Background: an optimization exercise with open tools, aiming at small area. Do not read the settings as production practice. Only simulation tests tie the RTL to the original design; equivalence was not proved. No activity file was given, so power comes from the tool's default toggle rates.

File: flow/constraint.sdc
create_clock -name core_clock -period 6.0 [get_ports {clk}]
set_input_delay 1.2000 -clock core_clock [delete_from_list [all_inputs] [get_ports {clk}]]
set_output_delay 1.2000 -clock core_clock [all_outputs]
set_load 0.01 [all_outputs]
File: flow/flow/abc_area_nf.script
&get -n
&st
&dch
&nf -R 1000 -p
&put
File: flow/flow/run.sh
#!/bin/bash
# Standard ORFS layout with these changes:
#  - synthesis maps the logic with an area-oriented ABC script (abc_area_nf.script);
#    everything else in synthesis, including the flip-flop mapping, is unchanged;
#  - the port buffers are the smallest buffer cell;
#  - clock tree synthesis uses no dummy loads and larger sink clusters.
set -euo pipefail
cd "$(dirname "$0")/.."
W=$(pwd)
rm -rf "$W/scripts_area"
cp -r "$FLOW_HOME/scripts" "$W/scripts_area"
cp "$W/flow/abc_area_nf.script" "$W/scripts_area/abc_speed.script"
SCRIPTS_DIR="$W/scripts_area" bash standard.sh synth > flow_synth.log 2>&1
export BUFFER_PORTS_ARGS="-buffer_cell sky130_fd_sc_hd__buf_1"
export CTS_ARGS="-sink_clustering_enable -repair_clock_nets -dont_use_dummy_load -buf_list sky130_fd_sc_hd__clkbuf_16 -sink_clustering_size 25 -sink_clustering_max_diameter 100"
bash standard.sh > flow_standard.log 2>&1
File: flow/design.v
package riscv_types;
    localparam int XLEN = 32;
    typedef logic [4:0] rs_addr_t;
    typedef enum logic [1:0] {
        SRC1_RS1  = 2'd0,
        SRC1_PC   = 2'd1,
        SRC1_ZERO = 2'd2
    } src1_sel_t;
    typedef enum logic {
        SRC2_RS2 = 1'b0,
        SRC2_IMM = 1'b1
    } src2_sel_t;
    typedef enum logic [1:0] {
        LOGIC_XOR  = 2'd0,
        LOGIC_OR   = 2'd1,
        LOGIC_AND  = 2'd2,
        LOGIC_NONE = 2'd3
    } alu_logic_op_t;
    typedef struct packed {
        rs_addr_t      rs1_addr;
        rs_addr_t      rs2_addr;
        rs_addr_t      rd_addr;
        logic          rd_en;
        src1_sel_t     src1_sel;
        src2_sel_t     src2_sel;
        logic [XLEN-1:0] imm;
        logic [XLEN-1:0] pc;
        logic          is_unsigned;
        logic          subtract;
        logic          arith;
        logic          lshift;
        logic          shifter_path;
        logic          slt_path;
        alu_logic_op_t logic_op;
    } alu_dec_t;
    typedef struct packed {
        logic [XLEN:0]   in1;
        logic [XLEN:0]   in2;
        logic [XLEN-1:0] shifter_in;
        logic [4:0]      shift_amount;
        logic            subtract;
        logic            arith;
        logic            lshift;
        logic            shifter_path;
        logic            slt_path;
        alu_logic_op_t   logic_op;
    } alu_inputs_t;
    function automatic logic [31:0] addr_onehot(input rs_addr_t addr);
        addr_onehot = 32'h0000_0001 << addr;
    endfunction
endpackage
module reg_file_2r1w #(
    parameter int XLEN = 32
) (
    input  logic                 clk,
    input  logic                 rst,
    input  logic                 we,
    input  logic [4:0]           wa,
    input  logic [XLEN-1:0]      wd,
    output logic [32*XLEN-1:0]   q
);
    logic [XLEN-1:0] din_s;
    assign din_s = wd & {XLEN{~rst}};
    assign q[XLEN-1:0] = '0;
    for (genvar i = 1; i < 32; i++) begin : g_row
        logic [XLEN-1:0] row_r;
        logic            row_we_s;
        assign row_we_s = rst | (we && (wa == i[4:0]));
        always_ff @(posedge clk) begin
            if (row_we_s) row_r <= din_s;
        end
        assign q[i*XLEN +: XLEN] = row_r;
    end
endmodule
module alu_issue #(
    parameter int XLEN = riscv_types::XLEN
) (
    input  logic        clk,
    input  logic        rst,
    input  logic        dec_valid,
    output logic        dec_ready,
    input  logic [90:0] dec_op,
    output logic        issue_valid,
    input  logic        issue_ready,
    output logic [109:0] alu_inputs,
    output logic [4:0]  issue_rd_addr,
    output logic        issue_rd_en,
    input  logic        wb_en,
    input  logic [4:0]  wb_addr,
    input  logic [31:0] wb_data,
    input  logic        flush
);
    logic [4:0]  rs1_a, rs2_a, rd_a;
    logic        rd_en;
    logic [1:0]  src1_sel;
    logic        src2_sel;
    logic [31:0] imm, pc;
    logic        is_unsigned;
    logic [6:0]  ctrl;
    assign rs1_a       = dec_op[90:86];
    assign rs2_a       = dec_op[85:81];
    assign rd_a        = dec_op[80:76];
    assign rd_en       = dec_op[75];
    assign src1_sel    = dec_op[74:73];
    assign src2_sel    = dec_op[72];
    assign imm         = dec_op[71:40];
    assign pc          = dec_op[39:8];
    assign is_unsigned = dec_op[7];
    assign ctrl        = dec_op[6:0];
    logic [32*XLEN-1:0] rf_q;
    reg_file_2r1w #(.XLEN(XLEN)) u_rf (
        .clk (clk),
        .rst (rst),
        .we  (wb_en),
        .wa  (wb_addr),
        .wd  (wb_data),
        .q   (rf_q)
    );
    logic        byp1_s, byp2_s;
    logic [XLEN-1:0] rs1_val_s, src2_s;
    assign byp1_s = wb_en && (wb_addr == rs1_a) && (rs1_a != 5'd0);
    assign byp2_s = wb_en && (wb_addr == rs2_a) && (rs2_a != 5'd0) && !src2_sel;
    logic [XLEN-1:0] srcv_s [33];
    logic [32:0]     s1_s, s2_s;
    always_comb begin
        srcv_s[0]  = wb_data;
        for (int i = 1; i < 32; i++) srcv_s[i] = rf_q[i*XLEN +: XLEN];
        srcv_s[32] = imm;
        for (int i = 1; i < 32; i++) begin
            s1_s[i] = (rs1_a == i[4:0]) && !byp1_s;
            s2_s[i] = (rs2_a == i[4:0]) && !byp2_s && !src2_sel;
        end
        s1_s[0]  = byp1_s;
        s2_s[0]  = byp2_s;
        s1_s[32] = 1'b0;
        s2_s[32] = src2_sel;
    end
    logic [XLEN-1:0] g1_s [11];
    logic [XLEN-1:0] g2_s [11];
    always_comb begin
        for (int g = 0; g < 11; g++) begin
            g1_s[g] = '1;
            g2_s[g] = '1;
        end
        for (int i = 0; i < 33; i++) begin
            g1_s[i/3] = g1_s[i/3] & ~(srcv_s[i] & {XLEN{s1_s[i]}});
            g2_s[i/3] = g2_s[i/3] & ~(srcv_s[i] & {XLEN{s2_s[i]}});
        end
        rs1_val_s = ~(g1_s[0] & g1_s[1] & g1_s[2] & g1_s[3]) |
                    ~(g1_s[4] & g1_s[5] & g1_s[6] & g1_s[7]) |
                    ~(g1_s[8] & g1_s[9] & g1_s[10]);
        src2_s    = ~(g2_s[0] & g2_s[1] & g2_s[2] & g2_s[3]) |
                    ~(g2_s[4] & g2_s[5] & g2_s[6] & g2_s[7]) |
                    ~(g2_s[8] & g2_s[9] & g2_s[10]);
    end
    logic [31:1] sb_r, live_s, wb_clr_s, flush_clr_s, set_s;
    logic        hazard_s, blocked_s, dec_ready_s, accept_s, flush_held_s;
    logic        issue_valid_r, issue_rd_en_r;
    logic [4:0]  issue_rd_addr_r;
    always_comb begin
        for (int i = 1; i < 32; i++) begin
            wb_clr_s[i]    = wb_en && (wb_addr == i[4:0]);
            flush_clr_s[i] = flush_held_s && issue_rd_en_r && (issue_rd_addr_r == i[4:0]);
            set_s[i]       = accept_s && rd_en && (rd_a == i[4:0]);
        end
    end
    assign live_s = sb_r & ~wb_clr_s;
    logic live1_s, live2_s, lived_s;
    assign live1_s = (rs1_a != 5'd0) && live_s[rs1_a];
    assign live2_s = (rs2_a != 5'd0) && live_s[rs2_a];
    assign lived_s = (rd_a  != 5'd0) && live_s[rd_a];
    assign hazard_s = ((src1_sel == 2'd0) && live1_s) ||
                      (!src2_sel && live2_s) ||
                      (rd_en && lived_s);
    assign blocked_s   = issue_valid_r && !issue_ready;
    assign dec_ready_s = !rst && !flush && !hazard_s && !blocked_s;
    assign accept_s    = dec_valid && dec_ready_s;
    assign flush_held_s = flush && blocked_s;
    always_ff @(posedge clk) begin
        if (rst) sb_r <= '0;
        else     sb_r <= (sb_r & ~wb_clr_s & ~flush_clr_s) | set_s;
    end
    logic [XLEN-1:0] src1_s;
    logic [XLEN-1:0] src1_r, src2_r, shin_r;
    logic            uns_r;
    logic [6:0]      ctrl_r;
    assign src1_s = (src1_sel == 2'd0) ? rs1_val_s :
                    (src1_sel == 2'd1) ? pc : '0;
    always_ff @(posedge clk) begin
        if (!blocked_s) begin
            src1_r          <= src1_s;
            src2_r          <= src2_s;
            shin_r          <= rs1_val_s;
            uns_r           <= is_unsigned;
            ctrl_r          <= ctrl;
            issue_rd_addr_r <= rd_a;
            issue_rd_en_r   <= rd_en;
        end
    end
    always_ff @(posedge clk) begin
        if (rst)                         issue_valid_r <= 1'b0;
        else if (accept_s)               issue_valid_r <= 1'b1;
        else if (flush || issue_ready)   issue_valid_r <= 1'b0;
    end
    assign dec_ready     = dec_ready_s;
    assign issue_valid   = issue_valid_r;
    assign alu_inputs    = {~uns_r & src1_r[XLEN-1], src1_r,
                            ~uns_r & src2_r[XLEN-1], src2_r,
                            shin_r, src2_r[4:0], ctrl_r};
    assign issue_rd_addr = issue_rd_addr_r;
    assign issue_rd_en   = issue_rd_en_r;
endmodule
File: flow/config.mk
export PLATFORM = sky130hd
export DESIGN_NAME = alu_issue
export DESIGN_NICKNAME = alu_issue
export VERILOG_FILES = /design/flow/design.v
export SDC_FILE = /design/flow/constraint.sdc
export NUM_CORES = 4
export LEC_CHECK = 0
export CAP_MARGIN = 10
export CORE_MARGIN = 2
export CORE_UTILIZATION = 45
export GPL_ROUTABILITY_DRIVEN = 0
export SETUP_SLACK_MARGIN = 0.1
export SLEW_MARGIN = 10
File: flow/standard.sh
#!/bin/bash
# synth_recipe.tcl (not shown) runs the flow's synth.tcl, then flattens the netlist and writes it again
# the make line also repeats each setting of config.mk as NAME=value (left out here)
make -C /OpenROAD-flow-scripts/flow DESIGN_CONFIG=/design/flow/config.mk WORK_HOME=/design/flow/orfs CLKGATE_MAP_FILE= SYNTH_SCRIPT=/design/flow/synth_recipe.tcl "${@:-finish}"
==> impl_metrics.ini <==
[power]
p_int_mw = 11.4
p_seq_frac = 0.648
switching_share = 0.252
clock_power_share = 0.258
p_comb_frac = 0.094
power_density_mw_per_mm2 = 296
leakagePower_nw = 16.1
p_sw_mw = 3.84
vdd_ir_drop_max_uv = 226

[critical_path]
critPathMaxFanout = 14
start_kind = input port
arrival_ns = 4.49
worstSetupPathType = in2out
worstPathRequired_ns = 4.80
r2r_cells = 12
worst_setup_path_end_kind = primary output

[drt]
routed_wl_mm = 180
dr.pass1.iters = 15
drt.antenna.violating_nets = 0
remaining_drc_errors = 0
wire_per_inst_um = 39.4
vias = 35200
drtIter0Drc = 9904
routed_via_density = 7.71

[status]
status = timing/DRC/antenna clean

[clock_tree]
numCtsBuffers = 52
ctsRootBufferMaster = clkbuf_16
cts_tree = done
cts_hold_buffers = 0
post_cts_buffers = 0
clk_path_buf_depth = 3
cts_sinks = 1134
cts_resized = 0
clock_latency_ns = 0.69
cts_htree_levels = 2
clk_pin_slew_ns = 0.10

[floorplan]
start_util = 0.453
dieHeight_um = 324
rows = 117
ioPinCount = 252
die_w_um = 324
die_area_mm2 = 0.105
core_mm2 = 0.102

[global_route]
grt_pass1_wl_mm = 246
first_global_vias = 33900
grt_max_degree = 68
grt_overflow = 0
track_usage = 0.332
antenna_found_initial = 8

[sta]
fin_worst_skew_ns = 0.0707
setup_viol = 0
rsz0062_at_grt = no
worst_pin_slew_ns = 1.39
hold_viol = 0
min_period_ns = 5.69
whs_ns = 0.594
slew_violations = 0
setup_tns_ns = 0
slew-limit-headroom = 0.0740
finalCritPeriodShare = 0.949
layout_setup_ws_ns = 0.307
fmax_ghz = 0.176

[worst_hold_path]
hp-class = reg2reg
holdPathStages = 2

[synthesis]
synth.most_common_cell = edfxtp_1
async_flop_share = 0
synth_top_area_share = 0.720
syn_avg_cell_area_um2 = 16.6
ys_warn_count = 5
synth_cell_types = 38
synthTopCellsByCount = edfxtp_1, a222oi_1, nand4_1
synth_top_area_cell = edfxtp_1
synth-seq-cells = 1134
netlist_area_mm2 = 0.0460
yosys-top-cells-area = edfxtp_1, a222oi_1, nand4_1, a22o_1, dfxtp_1
ys_seq_area_frac = 0.734
synth_flop_cell = edfxtp_1
syn_inst = 2768
synth_enable_flop_cells = 1102
synth_nets = 2917

[final_layout]
areaGrowthSynthToFinish_pct = 12.0
post-route-util = 0.507
final_nets = 3348
drive_above_1_share = 0.100

[flow_run]
maxCapViolations = 0

[placed_design]
portBuffers = 251
place_hpwl_mm = 108
post-place-ws_ns = 0.337
==> per-stage QoR <==
stage	cell area (µm²)	instances	power, mW
6_report	51500	4567	15.2
5_1_grt	51500	4565	15.6
4_1_cts	51400	4564	15.1
3_5_place_dp	50100	4512	11.4
3_3_place_gp	50100	4510	11.3
2_1_floorplan	46000	2768	10.5
==> cells in the final DEF (no fill, tap or decap), types with 5 or more instances in the layout <==
cell type  count
or2_2         11
nand4b_1      16
nor2_2        38
a311oi_1       5
ha_1          15
a22o_1       108
nor3_1         6
a21oi_1      115
buf_12         7
a221oi_1      14
nand2_1       93
a31oi_1       10
xor2_1        13
nor2b_2       18
nand2b_1       6
clkinv_1       6
a222oi_1     595
buf_4        121
and2_0        22
nor3_2        12
o21ai_0       45
mux4_2         5
edfxtp_1    1102
nor2b_1       27
nand2b_2      20
nor2b_4       15
buf_1        249
nor2_1        97
xnor2_1        7
dfxtp_1       32
nor2_4        10
a22oi_1       35
a211oi_1       5
nand3_1       20
nand4_1      212
clkbuf_16     52
==> power by group through the flow <==
| stage | Combinational, mW | Sequential (mW) | Clock (mW) |
|---|---|---|---|
| 2_1_floorplan | 0.561 | 9.98 | 0 |
| 3_3_place_gp | 1.35 | 9.97 | 0 |
| 3_5_place_dp | 1.37 | 10.0 | 0 |
| 4_1_cts | 1.37 | 9.84 | 3.93 |
| 5_1_grt | 1.48 | 9.93 | 4.15 |
| 6_report | 1.44 | 9.86 | 3.93 |
==> sequential cells by signal, indices dropped and copies added (netlist names) <==
signal and cells:
ctrl_r 7, issue_rd_addr_r 5, issue_rd_en_r 1, issue_valid_r 1, sb_r 31, shin_r 32
src1_r 32, src2_r 32, u_rf.g_row.row_r 992, uns_r 1
==> area by class of cell <==
type	instances	area (µm²)
fillers	8491	50100
flip-flops and latches	1134	33700
multi-input cells	1622	12700
repair buffers	382	2040
well taps	1368	1710
clock buffers	52	1300
inverters	7	31.3
diodes	2	5.00
==> worst max-delay path, cell delays in order <==
cell	delay, ns
buf_1	0.50
nor2b_1	0.33
nand3_1	0.13
nor2_1	0.33
nor2b_1	0.19
a221oi_1	0.29
a311oi_1	0.08
a211oi_1	0.23
o21ai_0	0.18
and3_1	0.23
o21ai_1	0.18
o2111ai_1	0.23
nor2_1	0.22
buf_1	0.17
==> cells by family (layout without fill, tap and decap cells) <==
kind of cell | Yosys count | after routing | share of synthesized area
xor gates and xnor gates | 20 | 20 | 0.00381
and+or+nand+nor | 642 | 642 | 0.0743
buffers and inverters | 12 | 441 | 0.00139
adders and majority gates | 15 | 15 | 0.00408
muxes | 5 | 5 | 0.00245
DFF | 1134 | 1134 | 0.734
AOI/OAI and AO/OA | 940 | 940 | 0.180
other | 0 | 2 | 0
==> metal layers <==
metal,track usage,vias up,part of all wire
li1,-,13800,-
met2,0.503,3401,0.44
met1,0.425,17400,0.34
met4,0.148,10,0.048
met5,0,-,0.00080
met3,0.126,581,0.17
==> path summary, 6_finish.rpt <==
| kind | slack [ns] | startpoint | endpoint |
|---|---|---|---|
| worst max register to register | 2.33 | sb_r[3] | sb_r[29] |
| worst max-delay path | 0.31 | wb_addr[2] | dec_ready |
| worst min register to register | 0.59 | u_rf.g_row[30].row_r[4] | src2_r[4] |
| worst min-delay path | 0.59 | u_rf.g_row[30].row_r[4] | src2_r[4] |

separate check: timing with driven ports:
How much do the figures lean on ideal ports? The routed layout below was timed once more, with nothing changed but the port constraints. Step 1 assumes that a clkbuf_16 drives the clock port and a buf_2 every other input. Step 2 also shifts input and output timing later by t, the mid clock arrival at the registers, as if the neighbouring blocks saw the same clock. Slacks: ideal / step 1 / step 2; pairs: ideal / step 1.
shift t [ns]: 0.725
slack for setup (ns): 0.307 / 0.271 / 0.158
latest minus earliest clock arrival (ns): 0.075 / 0.074
After both steps this run still meets setup and hold. The setup slack of this run moves by -0.036 ns with the drivers and by -0.149 ns with both steps.
